Context: an optimization exercise on an open-source flow, tuned for small area, a short achievable clock period and few clock cycles. The choices shown serve that exercise and are no tape-out recipe.
Where RTL was checked, it was by simulation tests only, not by an equivalence proof against the original.
Power and IR drop assume default switching activity.

// synth_voice_allocator
module synth_voice_allocator (
    input  wire logic        i_clk,
    input  wire logic        i_rst_n,
    input  wire logic        i_in_valid,
    output logic             o_in_stall,
    input  wire logic [16:0] i_in_data,
    output logic             o_out_valid,
    input  wire logic        i_out_stall,
    output logic      [16:0] o_out_data,
    input  wire logic        psel,
    input  wire logic        penable,
    input  wire logic        pwrite,
    input  wire logic [3:0]  paddr,
    input  wire logic [31:0] pwdata,
    output logic      [31:0] prdata,
    output logic             pready
);
    localparam int K_PON  = 0;    
    localparam int K_POFF = 1;    
    localparam int K_ALL  = 2;    
    localparam int K_FIN  = 3;    
    localparam int K_MON  = 4;    
    localparam int K_MOFF = 5;    
    function automatic logic [5:0] f_kind(input logic [1:0] op, input logic mono);
        f_kind = '0;
        f_kind[K_PON]  = (op == 2'd0) && !mono;
        f_kind[K_POFF] = (op == 2'd1) && !mono;
        f_kind[K_ALL]  = (op == 2'd2);
        f_kind[K_FIN]  = (op == 2'd3);
        f_kind[K_MON]  = (op == 2'd0) && mono;
        f_kind[K_MOFF] = (op == 2'd1) && mono;
    endfunction
  ...
For scale: about 6,900 cells after synthesis, roughly 3,400 flip-flops, about 93,000 um^2 of cells after synthesis.
Settings: LEC_CHECK=0, ABC_CLOCK_PERIOD_IN_PS=3000, CAP_MARGIN=20, CORE_MARGIN=2, CORE_UTILIZATION=60, CTS_CLUSTER_DIAMETER=100, CTS_CLUSTER_SIZE=26, SETUP_SLACK_MARGIN=5, SLEW_MARGIN=20; clock period 9.0 ns.
standard.sh (not shown) runs the stock make flow with config.mk's settings and CLKGATE_MAP_FILE= SYNTH_SCRIPT=/design/flow/synth_recipe.tcl, a recipe that flattens the netlist after the stock synthesis.
==> flow/flow/run.sh <==
#!/bin/bash
set -euo pipefail
bash standard.sh SETUP_SLACK_MARGIN=6.5 finish > flow_make.log 2>&1
The baseline completed without violations.
Testbench counts at the start, summed over its fixed seeds: cycles 3,128.
Then changed:
==> flow/flow/run.sh (replaced) <==
#!/bin/bash
set -euo pipefail
bash standard.sh SETUP_SLACK_MARGIN=6 finish > flow_make.log 2>&1
--- a/flow/config.mk
+++ b/flow/config.mk
@@ -9,5 +9,5 @@
 export CAP_MARGIN = 20
 export CORE_MARGIN = 2
-export CORE_UTILIZATION = 60
+export CORE_UTILIZATION = 50
 export CTS_CLUSTER_DIAMETER = 100
 export CTS_CLUSTER_SIZE = 26
What happened: The changed run finished clean; cell count went up by 1.5%; die area went up by 20%; register-to-register slack improved by 20 ps; sequential power barely changes.
Then changed:
==> flow/flow/run.sh (replaced) <==
#!/bin/bash
set -euo pipefail
bash standard.sh SETUP_SLACK_MARGIN=5.5 finish > flow_make.log 2>&1
--- a/flow/config.mk
+++ b/flow/config.mk
@@ -9,5 +9,5 @@
 export CAP_MARGIN = 20
 export CORE_MARGIN = 2
-export CORE_UTILIZATION = 50
+export CORE_UTILIZATION = 60
 export CTS_CLUSTER_DIAMETER = 100
 export CTS_CLUSTER_SIZE = 26
Effect: The changed run completed without violations; non-clock buffer count came out lower by 303; total power came out lower by a few percent; sequential share of layout area came out higher by 3.9 points; synthesized cell count stays the same; area after synthesis is unchanged; final cell count came out lower by a little under a tenth; clock power barely changes; setup slack is worse by 150 ps; cell area came out lower by a few percent; critical path depth came out lower by 2; worst hold slack is worse by 5.0 ps.
Then changed:
==> flow/flow/run.sh (replaced) <==
#!/bin/bash
set -euo pipefail
bash standard.sh SETUP_SLACK_MARGIN=6 finish > flow_make.log 2>&1
=>
- The changed run ran to the end with no violations
- die area stays the same
- sequential power hardly moves
- design area grows by 5.5%
- global-route usage rises by 1.8 points
- clock-buffer cell count goes up by 2
- cell count is higher by 3.4%
- total power grows by 2.3%
- critical path depth went down by 3
- worst hold slack is worse by 12 ps
Then changed:
==> flow/run.sh (new file) <==
#!/bin/bash
# synth_recipe.tcl (not shown) runs the flow's synth.tcl, then flattens the netlist and writes it again
# the make line also repeats each setting of config.mk as NAME=value (left out here)
make -C /OpenROAD-flow-scripts/flow DESIGN_CONFIG=/design/flow/config.mk WORK_HOME=/design/flow/orfs CLKGATE_MAP_FILE= SYNTH_SCRIPT=/design/flow/synth_recipe.tcl finish
--- a/flow/config.mk
+++ b/flow/config.mk
@@ -6,5 +6,5 @@
 export NUM_CORES = 4
 export LEC_CHECK = 0
-export ABC_CLOCK_PERIOD_IN_PS = 3000
+export ABC_CLOCK_PERIOD_IN_PS = 2000
 export CAP_MARGIN = 20
 export CORE_MARGIN = 2
removed: flow/flow/run.sh
removed: flow/standard.sh
Result:
- The changed run completed with no timing, DRC or antenna violations
- non-clock buffer count goes down by 471
- count of clock-buffer cells in the layout fell by 2
- worst setup slack gets worse by 460 ps
- cell count falls by 5.1%
- area after synthesis does not change
- core utilization went down by 5.7 points
- wire length decreases by 9.4%
- hold slack is worse by 8.4 ps
- global-route usage is lower by 2.2 points
- die area is unchanged

---

Another version of the RTL of synth_voice_allocator (not shown whole).
Size: roughly 3,400 flip-flops, about 110 I/O pins, ~92,000 um^2 of cells after synthesis.
==> flow/design.v (excerpt) <==
module synth_voice_allocator (
    input  wire logic        i_clk,
    input  wire logic        i_rst_n,
    input  wire logic        i_in_valid,
    output logic             o_in_stall,
    input  wire logic [16:0] i_in_data,
    output logic             o_out_valid,
    input  wire logic        i_out_stall,
    output logic      [16:0] o_out_data,
    input  wire logic        psel,
    input  wire logic        penable,
    input  wire logic        pwrite,
    input  wire logic [3:0]  paddr,
    input  wire logic [31:0] pwdata,
    output logic      [31:0] prdata,
    output logic             pready
);
make LEC_CHECK=0 CAP_MARGIN=20 CORE_MARGIN=2 CORE_UTILIZATION=40 SLEW_MARGIN=20 finish   # period 9.0 ns
run.sh (not shown) runs the stock make flow with config.mk's settings and CLKGATE_MAP_FILE= SYNTH_SCRIPT=/design/flow/synth_recipe.tcl, a recipe that flattens the netlist after the stock synthesis.
Stock flow here: none of the scripts above is used.
Testbench counts at the start, summed over its fixed seeds: cycles 3,128.
Rerun with:
- ABC_CLOCK_PERIOD_IN_PS: default -> 3000
- CORE_UTILIZATION: 40 -> 60
- CTS_CLUSTER_DIAMETER: default -> 100
- CTS_CLUSTER_SIZE: default -> 26
- SETUP_SLACK_MARGIN: default -> 5
Worst setup slack improved by 1.7 ns.
Fmax rose by 42%.
Hold slack improved by 0.053 ns.
Design area fell by 5.6%.
Sequential share of layout area rose by 4.0 points.
Clock-buffer cell count fell by 293.
Die area fell by 33%.
Final cell count fell by 13%.
Routed wire length fell by 2.0%.

---

Another version of the RTL of synth_voice_allocator (not shown whole).
Size in the first run: roughly 3,400 flip-flops, roughly 110 I/O pins.
export LEC_CHECK = 0
export CAP_MARGIN = 20
export CORE_MARGIN = 2
export CORE_UTILIZATION = 60
export CTS_CLUSTER_DIAMETER = 50
export CTS_CLUSTER_SIZE = 36
export SETUP_SLACK_MARGIN = 5
export SLEW_MARGIN = 20
create_clock -name core_clock -period 9.0 [get_ports {i_clk}]
The starting point finished clean.
Testbench counts at the start, summed over its fixed seeds: cycles 3,128.
Change:
Settings changed: ABC_CLOCK_PERIOD_IN_PS set to 3000, CTS_CLUSTER_DIAMETER 50 to 100, CTS_CLUSTER_SIZE 36 to 26.
Outcome:
- worst hold slack is better by 0.010 ns
- total power is lower by 7.9%
- worst setup slack is worse by 0.028 ns
- global-route usage is lower by 0.25 points
- cell count is lower by about 1.5%
- maximum frequency is lower by 0.70%
- clock power is lower by 23%
- via count is lower by about 0.6%
- wire length is lower by 0.79%
- die area does not change
- sequential share of layout area is higher by 1.8 points
Change:
==> flow/flow/run.sh (new file) <==
#!/bin/bash
set -euo pipefail
bash standard.sh SETUP_SLACK_MARGIN=6 finish > flow_make.log 2>&1
==> flow/standard.sh (new file) <==
#!/bin/bash
# synth_recipe.tcl (not shown) runs the flow's synth.tcl, then flattens the netlist and writes it again
# the make line also repeats each setting of config.mk as NAME=value (left out here)
make -C /OpenROAD-flow-scripts/flow DESIGN_CONFIG=/design/flow/config.mk WORK_HOME=/design/flow/orfs CLKGATE_MAP_FILE= SYNTH_SCRIPT=/design/flow/synth_recipe.tcl "${@:-finish}"
removed: flow/run.sh
Result: Worst hold slack improves by 0.0047 ns; power came out higher by a few percent; global-route usage came out higher by 2.0 points; final area came out higher by roughly a tenth; area after synthesis does not change; final cell count came out higher by a few percent; wire length came out higher by roughly a tenth; clock-buffer cell count came out higher by 1.

---

alpha:
synth_voice_allocator, a different RTL version from the one above (not shown whole).
Size in the first run: ~6800 cells after synthesis, about 3400 flip-flops.
// synth_voice_allocator
module synth_voice_allocator (
    input  wire logic        i_clk,
    input  wire logic        i_rst_n,
    input  wire logic        i_in_valid,
    output logic             o_in_stall,
    input  wire logic [16:0] i_in_data,
    output logic             o_out_valid,
    input  wire logic        i_out_stall,
    output logic      [16:0] o_out_data,
    input  wire logic        psel,
    input  wire logic        penable,
    input  wire logic        pwrite,
    input  wire logic [3:0]  paddr,
    input  wire logic [31:0] pwdata,
    output logic      [31:0] prdata,
    output logic             pready
);
clock: 9.0 ns
lec_check: 0
abc_clock_period_in_ps: 3000
cap_margin: 20
core_margin: 2
core_utilization: 60
cts_cluster_diameter: 100
cts_cluster_size: 26
setup_slack_margin: 5
slew_margin: 20
standard.sh (not shown) runs the stock make flow with config.mk's settings and CLKGATE_MAP_FILE= SYNTH_SCRIPT=/design/flow/synth_recipe.tcl, a recipe that flattens the netlist after the stock synthesis.
==> flow/flow/run.sh <==
#!/bin/bash
set -euo pipefail
bash standard.sh SETUP_SLACK_MARGIN=6 finish > flow_make.log 2>&1
> inputs changed (alpha -> beta)
==> flow/run.sh (new file) <==
#!/bin/bash
# synth_recipe.tcl (not shown) runs the flow's synth.tcl, then flattens the netlist and writes it again
# the make line also repeats each setting of config.mk as NAME=value (left out here)
make -C /OpenROAD-flow-scripts/flow DESIGN_CONFIG=/design/flow/config.mk WORK_HOME=/design/flow/orfs CLKGATE_MAP_FILE= SYNTH_SCRIPT=/design/flow/synth_recipe.tcl finish
removed: flow/flow/run.sh
removed: flow/standard.sh
Findings:
Delta(number of optimization iterations in the first detailed-route pass, beta - alpha) > 0. Area added between synthesis and finish: beta vs alpha down 8.8 points. Relative to alpha, power share of the clock group has increased by 1.1 points in beta. Diff alpha -> beta | number of standard cells in the layout, taps in and fillers out | decrease of about 4.6%.
No functional check of the RTL was part of any run of this note.

-- what the ideal ports hide --
No port has a modelled driver above. Below, the same layouts with a new extraction and two added sets of constraints. Step 1 (the two cells are an assumption about what drives the block):
set clk [get_ports {i_clk}]
set_driving_cell -lib_cell sky130_fd_sc_hd__clkbuf_16 $clk
set_driving_cell -lib_cell sky130_fd_sc_hd__buf_2 [delete_from_list [all_inputs] $clk]
Step 2 moves the port delays by t, midway between the first and last clock arrival at a register: inputs arrive t later, outputs are due t later. That takes back most of the time a late clock gives input paths. Three values: ideal, step 1, step 2; two values: the first two.
| run | t, ns | slack for setup (ns) | worst register clock-pin slew, ns | worst slew at a driven data input, ns |
|---|---|---|---|---|
| the first run of note 1 | 0.908 | 5.296 / 5.296 / 4.967 | 0.12 / 0.12 | 0.10 |
| the second run of note 1 | 0.917 | 5.314 / 5.314 / 4.898 | 0.11 / 0.11 | 0.23 |
| the third run of note 1 | 0.879 | 5.167 / 5.167 / 4.650 | 0.12 / 0.12 | 0.21 |
| the fourth run of note 1 | 0.912 | 5.446 / 5.446 / 4.961 | 0.12 / 0.12 | 0.21 |
| the fifth run of note 1 | 0.895 | 4.983 / 4.983 / 4.467 | 0.11 / 0.11 | 0.19 |
| the first run of note 2 | 1.002 | 3.182 / 3.182 / 3.182 | 0.07 / 0.07 | 0.12 |
| the second run of note 2 | 0.897 | 4.906 / 4.906 / 4.515 | 0.11 / 0.11 | 0.06 |
| the first run of note 3 | 0.908 | 5.047 / 5.047 / 4.540 | 0.12 / 0.12 | 0.15 |
| the second run of note 3 | 0.900 | 5.019 / 5.019 / 4.565 | 0.12 / 0.12 | 0.15 |
| the third run of note 3 | 0.901 | 5.312 / 5.312 / 4.720 | 0.11 / 0.11 | 0.13 |
| alpha | 0.898 | 5.425 / 5.425 / 4.958 | 0.12 / 0.12 | 0.16 |
| beta | 0.887 | 5.022 / 5.022 / 4.321 | 0.11 / 0.11 | 0.16 |
After both steps setup and hold are still met in every run listed. The setup slack of beta, which loses most, moves by 0.000 ns with the drivers and by -0.701 ns with both steps.
